From an optimization exercise on the open Yosys and OpenROAD flow, aimed at small area and a short achievable clock period; shortcuts taken in it are not production practice. Where RTL was checked, it was by simulation tests only, not by an equivalence proof against the original. Power and IR drop assume default switching activity.

==> flow/design.v <==
module weight_stream_mem #(
   parameter int DATA_W = 8,
   parameter int ADDR_W = 8,
   parameter int LANES  = 4,
   parameter int LEN_W  = ADDR_W - $clog2(LANES) + 1
) (
   input  logic                    clk,
   input  logic                    rst,
   input  logic                    trig_w,
   input  logic [ADDR_W-1:0]       abus_w,
   input  logic [DATA_W-1:0]       dbus_w,
   input  logic                    req,
   input  logic [ADDR_W-1:0]       base,
   input  logic [LEN_W-1:0]        len,
   output logic                    ack,
   output logic                    busy,
   output logic [DATA_W*LANES-1:0] dbus_r,
   output logic                    valid,
   input  logic                    ready,
   output logic                    last,
   output logic                    done
);
   localparam int ROW_B  = DATA_W * LANES;        
   localparam int WORDS  = 1 << ADDR_W;
   localparam int ROWS   = WORDS / LANES;         
   localparam int G1     = ROWS / 4;              
   logic [WORDS*DATA_W-1:0] store;
   always_ff @(posedge clk) begin
      for (int w = 0; w < WORDS; w++) begin
         if (trig_w && abus_w == ADDR_W'(w)) begin
            store[w*DATA_W +: DATA_W] <= dbus_w;
         end
      end
   end
   logic             run;       
   logic [LEN_W-1:0] remain;
   logic             free;
   logic             accept;
   logic             issue;
   logic             fin;
   assign free   = !valid || ready;
   assign accept = !busy && req;
   assign issue  = run && free;
   assign fin    = busy && !run && free;
   always_ff @(posedge clk or negedge rst) begin
      if (!rst) begin
         ack    <= 1'b0;
         busy   <= 1'b0;
         done   <= 1'b0;
         run    <= 1'b0;
         remain <= '0;
      end else begin
         ack  <= accept;
         done <= fin;
         if (accept) begin
            busy <= 1'b1;
         end else if (fin) begin
            busy <= 1'b0;
         end
         if (accept) begin
            run <= (len != '0);
         end else if (issue && remain == LEN_W'(1)) begin
            run <= 1'b0;
         end
         if (accept) begin
            remain <= len;
         end else if (issue) begin
            remain <= remain - LEN_W'(1);
         end
      end
   end
   logic [5:0] row_p0;
   logic [3:0] sel1 [G1];
   always_ff @(posedge clk or negedge rst) begin
      if (!rst) begin
         row_p0 <= '0;
      end else if (accept) begin
         row_p0 <= base[7:2];
      end else if (issue) begin
         row_p0 <= row_p0 + 6'd1;
      end
   end
   for (genvar g = 0; g < G1; g++) begin : g_sel1
      always_ff @(posedge clk or negedge rst) begin
         if (!rst) begin
            sel1[g] <= 4'b0001;
         end else if (accept) begin
            sel1[g] <= 4'b0001 << base[3:2];
         end else if (issue) begin
            sel1[g] <= {sel1[g][2:0], sel1[g][3]};
         end
      end
   end
   logic [3:0] r2;
   logic [1:0] r3;
   for (genvar k = 0; k < 4; k++) begin : g_r2
      always_ff @(posedge clk or negedge rst) begin
         if (!rst) begin
            r2[k] <= 1'b0;
         end else if (accept) begin
            r2[k] <= base[4];
         end else if (issue && row_p0[1:0] == 2'd3) begin
            r2[k] <= !r2[k];
         end
      end
   end
   for (genvar k = 0; k < 2; k++) begin : g_r3
      always_ff @(posedge clk or negedge rst) begin
         if (!rst) begin
            r3[k] <= 1'b0;
         end else if (accept) begin
            r3[k] <= base[5];
         end else if (issue && row_p0[2:0] == 3'd7) begin
            r3[k] <= !r3[k];
         end
      end
   end
   logic [ROW_B-1:0] lvl1 [G1];
   logic [ROW_B-1:0] rd_p0;
   for (genvar g = 0; g < G1; g++) begin : g_lvl1
      assign lvl1[g] = ({ROW_B{sel1[g][0]}} & store[(4*g+0)*ROW_B +: ROW_B])
                     | ({ROW_B{sel1[g][1]}} & store[(4*g+1)*ROW_B +: ROW_B])
                     | ({ROW_B{sel1[g][2]}} & store[(4*g+2)*ROW_B +: ROW_B])
                     | ({ROW_B{sel1[g][3]}} & store[(4*g+3)*ROW_B +: ROW_B]);
   end
   logic [ROW_B-1:0] lvl2 [8];
   logic [ROW_B-1:0] lvl3 [4];
   logic [ROW_B-1:0] lvl4 [2];
   for (genvar h = 0; h < 8; h++) begin : g_lvl2
      assign lvl2[h] = r2[h/2] ? lvl1[2*h+1] : lvl1[2*h];
   end
   for (genvar h = 0; h < 4; h++) begin : g_lvl3
      assign lvl3[h] = r3[h/2] ? lvl2[2*h+1] : lvl2[2*h];
   end
   for (genvar h = 0; h < 2; h++) begin : g_lvl4
      assign lvl4[h] = row_p0[4] ? lvl3[2*h+1] : lvl3[2*h];
   end
   assign rd_p0 = row_p0[5] ? lvl4[1] : lvl4[0];
   always_ff @(posedge clk or negedge rst) begin
      if (!rst) begin
         dbus_r <= '0;
         valid  <= 1'b0;
         last   <= 1'b0;
      end else if (issue) begin
         dbus_r <= rd_p0;
         valid  <= 1'b1;
         last   <= (remain == LEN_W'(1));
      end else if (valid && ready) begin
         valid  <= 1'b0;
         last   <= 1'b0;
      end
   end
endmodule
Settings: LEC_CHECK=0, CAP_MARGIN=20, CORE_MARGIN=2, CORE_UTILIZATION=60, CTS_CLUSTER_DIAMETER=70, CTS_CLUSTER_SIZE=25, PLACE_DENSITY=0.72, SETUP_SLACK_MARGIN=1.9, SLEW_MARGIN=20, TNS_END_PERCENT=10; clock period 4.0 ns.
standard.sh (not shown) runs the stock make flow with config.mk's settings and CLKGATE_MAP_FILE= SYNTH_SCRIPT=/design/flow/synth_recipe.tcl, a recipe that flattens the netlist after the stock synthesis.
==> flow/flow/run.sh <==
#!/bin/bash
# The standard layout, with the port buffers that buffer_ports inserts taken
# from plain buffers (buf_4) rather than the cell it picks by default.
set -e
export BUFFER_PORTS_ARGS="-buffer_cell sky130_fd_sc_hd__buf_4"
bash standard.sh > standard.log 2>&1
Next try:
--- a/flow/design.v
+++ b/flow/design.v
@@ -88,52 +88,28 @@
             sel1[g] <= 4'b0001 << base[3:2];
          end else if (issue) begin
             sel1[g] <= {sel1[g][2:0], sel1[g][3]};
          end
       end
    end
-   logic [3:0] r2;
-   logic [1:0] r3;
-   for (genvar k = 0; k < 4; k++) begin : g_r2
-      always_ff @(posedge clk or negedge rst) begin
-         if (!rst) begin
-            r2[k] <= 1'b0;
-         end else if (accept) begin
-            r2[k] <= base[4];
-         end else if (issue && row_p0[1:0] == 2'd3) begin
-            r2[k] <= !r2[k];
-         end
-      end
-   end
-   for (genvar k = 0; k < 2; k++) begin : g_r3
-      always_ff @(posedge clk or negedge rst) begin
-         if (!rst) begin
-            r3[k] <= 1'b0;
-         end else if (accept) begin
-            r3[k] <= base[5];
-         end else if (issue && row_p0[2:0] == 3'd7) begin
-            r3[k] <= !r3[k];
-         end
-      end
-   end
    logic [ROW_B-1:0] lvl1 [G1];
    logic [ROW_B-1:0] rd_p0;
    for (genvar g = 0; g < G1; g++) begin : g_lvl1
       assign lvl1[g] = ({ROW_B{sel1[g][0]}} & store[(4*g+0)*ROW_B +: ROW_B])
                      | ({ROW_B{sel1[g][1]}} & store[(4*g+1)*ROW_B +: ROW_B])
                      | ({ROW_B{sel1[g][2]}} & store[(4*g+2)*ROW_B +: ROW_B])
                      | ({ROW_B{sel1[g][3]}} & store[(4*g+3)*ROW_B +: ROW_B]);
    end
    logic [ROW_B-1:0] lvl2 [8];
    logic [ROW_B-1:0] lvl3 [4];
    logic [ROW_B-1:0] lvl4 [2];
    for (genvar h = 0; h < 8; h++) begin : g_lvl2
-      assign lvl2[h] = r2[h/2] ? lvl1[2*h+1] : lvl1[2*h];
+      assign lvl2[h] = row_p0[2] ? lvl1[2*h+1] : lvl1[2*h];
    end
    for (genvar h = 0; h < 4; h++) begin : g_lvl3
-      assign lvl3[h] = r3[h/2] ? lvl2[2*h+1] : lvl2[2*h];
+      assign lvl3[h] = row_p0[3] ? lvl2[2*h+1] : lvl2[2*h];
    end
    for (genvar h = 0; h < 2; h++) begin : g_lvl4
       assign lvl4[h] = row_p0[4] ? lvl3[2*h+1] : lvl3[2*h];
    end
    assign rd_p0 = row_p0[5] ? lvl4[1] : lvl4[0];
    always_ff @(posedge clk or negedge rst) begin
Outcome:
- critical path depth is lower by 1
- core utilization came out lower by 0.39 points
- synthesized cell count drops by a few percent
- sequential cell count came out lower by 6
- setup slack gets worse by 0.14 ns
- area after synthesis fell slightly
- power falls by a few percent
The RTL of the second run of this note was laid out without a check of its function.

separate check: timing with driven ports:
The flow's constraints put no driver on any port. The routed layouts listed below were extracted and timed again, unchanged, in two steps. Step 1 assumes that a clkbuf_16 drives the clock port and a buf_2 every other input. Step 2 also shifts input and output timing later by t, the mid clock arrival at the registers, as if the neighbouring blocks saw the same clock. Slacks: ideal ports / drivers / drivers and shift; pairs: ideal ports / drivers.
run	t, ns	slack for setup (ns)	worst hold slack (ns)	worst setup path at the end	worst slew at a driven data input, ns
the first run	0.859	1.530 / 1.530 / 0.725	0.050 / 0.003 / 0.477	input to register	0.16
the second run	0.837	1.394 / 1.394 / 0.816	0.111 / 0.071 / 0.527	input to register	0.16
After both steps setup and hold are still met in every run listed. The setup slack of the first run, which loses most, moves by 0.000 ns with the drivers and by -0.805 ns with both steps.
